What follows belongs to an exercise in optimizing a design on an open flow for a short achievable clock period and few clock cycles per item; a production flow would make more cautious choices. Function was checked by simulation only, so behaviour that the tests miss may differ from the original. No activity file was given, so power comes from the tool's default toggle rates.

==> job 9631: inputs <==
// rv_int_core
module rv_int_core #(
    parameter int XLEN = 32
) (
    input  logic                            clk,
    input  logic                            rst,
    input  logic                            in_valid,
    output logic                            in_ready,
    input  logic [rv_int_pkg::INSTR_W-1:0]  in_instr,
    output logic                            out_valid,
    input  logic                            out_ready,
    output rv_int_pkg::reg_addr_t           out_rd,
    output logic [XLEN-1:0]                 out_data,
    output logic                            out_illegal
);
Settings: LEC_CHECK=0, CAP_MARGIN=20, CORE_MARGIN=2, CORE_UTILIZATION=40, SETUP_SLACK_MARGIN=3.0, SLEW_MARGIN=20; clock period 5.0 ns.
run.sh (not shown) runs the stock make flow with config.mk's settings and CLKGATE_MAP_FILE= SYNTH_SCRIPT=/design/flow/synth_recipe.tcl, a recipe that flattens the netlist after the stock synthesis.
==> job 8464 (differences from job 9631) <==
- CORE_UTILIZATION: 40 -> 35
==> summary.md <==
| Metric | Value |
|---|---|
| Post-route insts no fill | 10563 |
| M1 GR Usage | about two fifths |
| Ordered list of cells on the worst path | buf_12, buf_12, buf_12, nand2_8, buf_12, buf_12, nor2_4, buf_12, a22o_1, a221oi_2, nand4_1, or3_4 |
| Most frequent cells in the layout | 1033 x dfrtp_1, 1017 x mux2_2, 516 x a22oi_1 |
| TritonCTS Buffers | 190 |
| Number of global-route vias before repair | slightly below 70000 |
| ANT cells | 33 |
| First-pass GRT wire length | 554000 um |
| Most common cell on crit path | buf_12 |
| Routed wl met3 | around 64000 um |
| Tcrit/Tclk final | 48.8% |
| CTS resizes | 1167 |
| Clock share of power | between 40% and 50% |
| Seq pwr share | 47.1% |
| Outcome | finished clean |
| Largest net degree at the start of global routing | 175 |
| Final setup skew | 49.9 ps |
| P_seq | 16.0 mW |
# the run above: job 8464

==> summary.md <==
| Metric | Value |
|---|---|
| Final setup skew | between 70 and 80 ps |
| Post-route DRC | 0 |
| Outcome | finished clean |
| TritonCTS Buffers | 193 |
| M1 GR Usage | 42.1% |
| ANT cells | 34 |
| Tcrit/Tclk final | 47.9% |
| Largest net degree at the start of global routing | 102 |
| Skew-Pair Late Insertion Delay | 900 ps |
| Setup-failing EPs final | 0 |
| Most frequent cells in the layout | 1033 x dfrtp_1, 1017 x mux2_2, 521 x a22oi_1 |
| Number of global-route vias before repair | 67875 |
| Initial antenna violation count | 26 |
| First-pass GRT wire length | 540000 um |
| P_seq | 15.9 mW |
| Most common cell on crit path | buf_6 |
# the run above: job 9631

Testbench counts of job 9631, summed over its fixed seeds: cycles 12,386, items 12,000.
Testbench counts of job 8464, summed over its fixed seeds: cycles 12,386, items 12,000.

========
==> job 7135 <==
Starting RTL as in the previous note.
Settings: LEC_CHECK=0, CAP_MARGIN=20, CORE_MARGIN=2, CORE_UTILIZATION=40, SETUP_SLACK_MARGIN=3.5, SLEW_MARGIN=20; clock period 5.0 ns.
==> inputs of job 1002, as changes to job 7135 <==
SETUP_SLACK_MARGIN = 2.5   (was 3.5)
==> notes <==
Power: job 7135 is larger than job 1002 (about 2.7%).
Against job 7135, the final cell count of job 1002 is lower by 6.2%.
Clock power is about the same in job 1002 and job 7135.
Of job 7135 and job 1002, job 7135 has the higher combinational power (gap about 45%, measured against job 1002).
Of job 7135 and job 1002, job 7135 has the higher wire length (gap 14%, measured against job 1002).
Between job 7135 and job 1002, the lower final area is in job 1002 (gap about 14%, measured against job 1002).
Job 1002 finished clean. Job 7135 completed with no timing, DRC or antenna violations.
Against job 1002, the setup slack of job 7135 is worse by 0.0066 ns.
In clock skew, job 7135 and job 1002 hardly differ.
Of job 1002 and job 7135, job 1002 has the higher worst hold slack (gap 0.011 ns).
==> figures <==
Hold Crit Class: job 1002 register to register; job 7135 input port to register
Source of the critical timing path: job 1002 in_instr[22]; job 7135 in_instr[24]
Fill cells: job 1002 18,071; job 7135 16,598
Initial antenna violation count: job 1002 18; job 7135 32
Final worst slack: job 1002 2.383 ns; job 7135 2.376 ns
Proportion of power drawn by flip-flops and latches: job 1002 48.0%; job 7135 46.6%
Worst-case register-to-register setup slack: job 1002 2.50 ns; job 7135 2.40 ns
Run status: job 1002 timing/DRC/antenna clean; job 7135 timing/DRC/antenna clean
Worst Tran Pin Value: job 1002 1.284 ns; job 7135 1.447 ns
Critical path's most frequent cell: job 1002 buf_4; job 7135 buf_6
Required time at the worst-slack endpoint: job 1002 5.74 ns; job 7135 5.77 ns
Post-CTS sizing: job 1002 207; job 7135 1,365
Net count reported at finish: job 1002 6,759; job 7135 7,404
P_clk: job 1002 15.5 mW; job 7135 15.6 mW
Met3 usage: job 1002 14.19%; job 7135 18.87%
Worst hold path startpoint: job 1002 w2data[30]$_DFF_P_; job 7135 in_instr[6]
FF/Latch Area: job 1002 46,600 µm²; job 7135 46,820 µm²
Total length of routed met3 wires: job 1002 50.50 mm; job 7135 66.53 mm
Destination of the worst hold path: job 1002 w3data[30]$_DFF_P_; job 7135 ir[6]$_DFFE_PN_
Post-layout utilization of the core: job 1002 47.01%; job 7135 53.40%
Testbench counts of job 7135, summed over its fixed seeds: cycles 12,386, items 12,000.
Testbench counts of job 1002, summed over its fixed seeds: cycles 12,386, items 12,000.

[port drivers added, routing unchanged]
Ports are ideal in the flow. The routed layouts listed here were re-timed in OpenROAD.
Step 1 assumes that a clkbuf_16 drives the clock port and a buf_2 every other input.
Step 2 adds t to the input delays and takes it off the output delays; t is the mean of the earliest and latest rising clock arrival at the registers after step 1. Input paths then give back, and output paths get back, about the clock's delay inside the block.
a / b / c = ideal ports / drivers / drivers and shift; a / b = the first two.
run | t (ns) | setup WS [ns] | clock arrival spread, ns
job 9631 | 0.956 | 2.604 / 2.532 / 1.639 | 0.080 / 0.080
job 8464 | 0.958 | 2.562 / 2.504 / 1.546 | 0.059 / 0.060
job 7135 | 0.958 | 2.376 / 2.366 / 1.409 | 0.081 / 0.081
job 1002 | 0.960 | 2.383 / 2.445 / 1.490 | 0.080 / 0.080
After both steps setup and hold are still met in every run listed. The setup slack of job 8464, which loses most, moves by -0.058 ns with the drivers and by -1.016 ns with both steps.
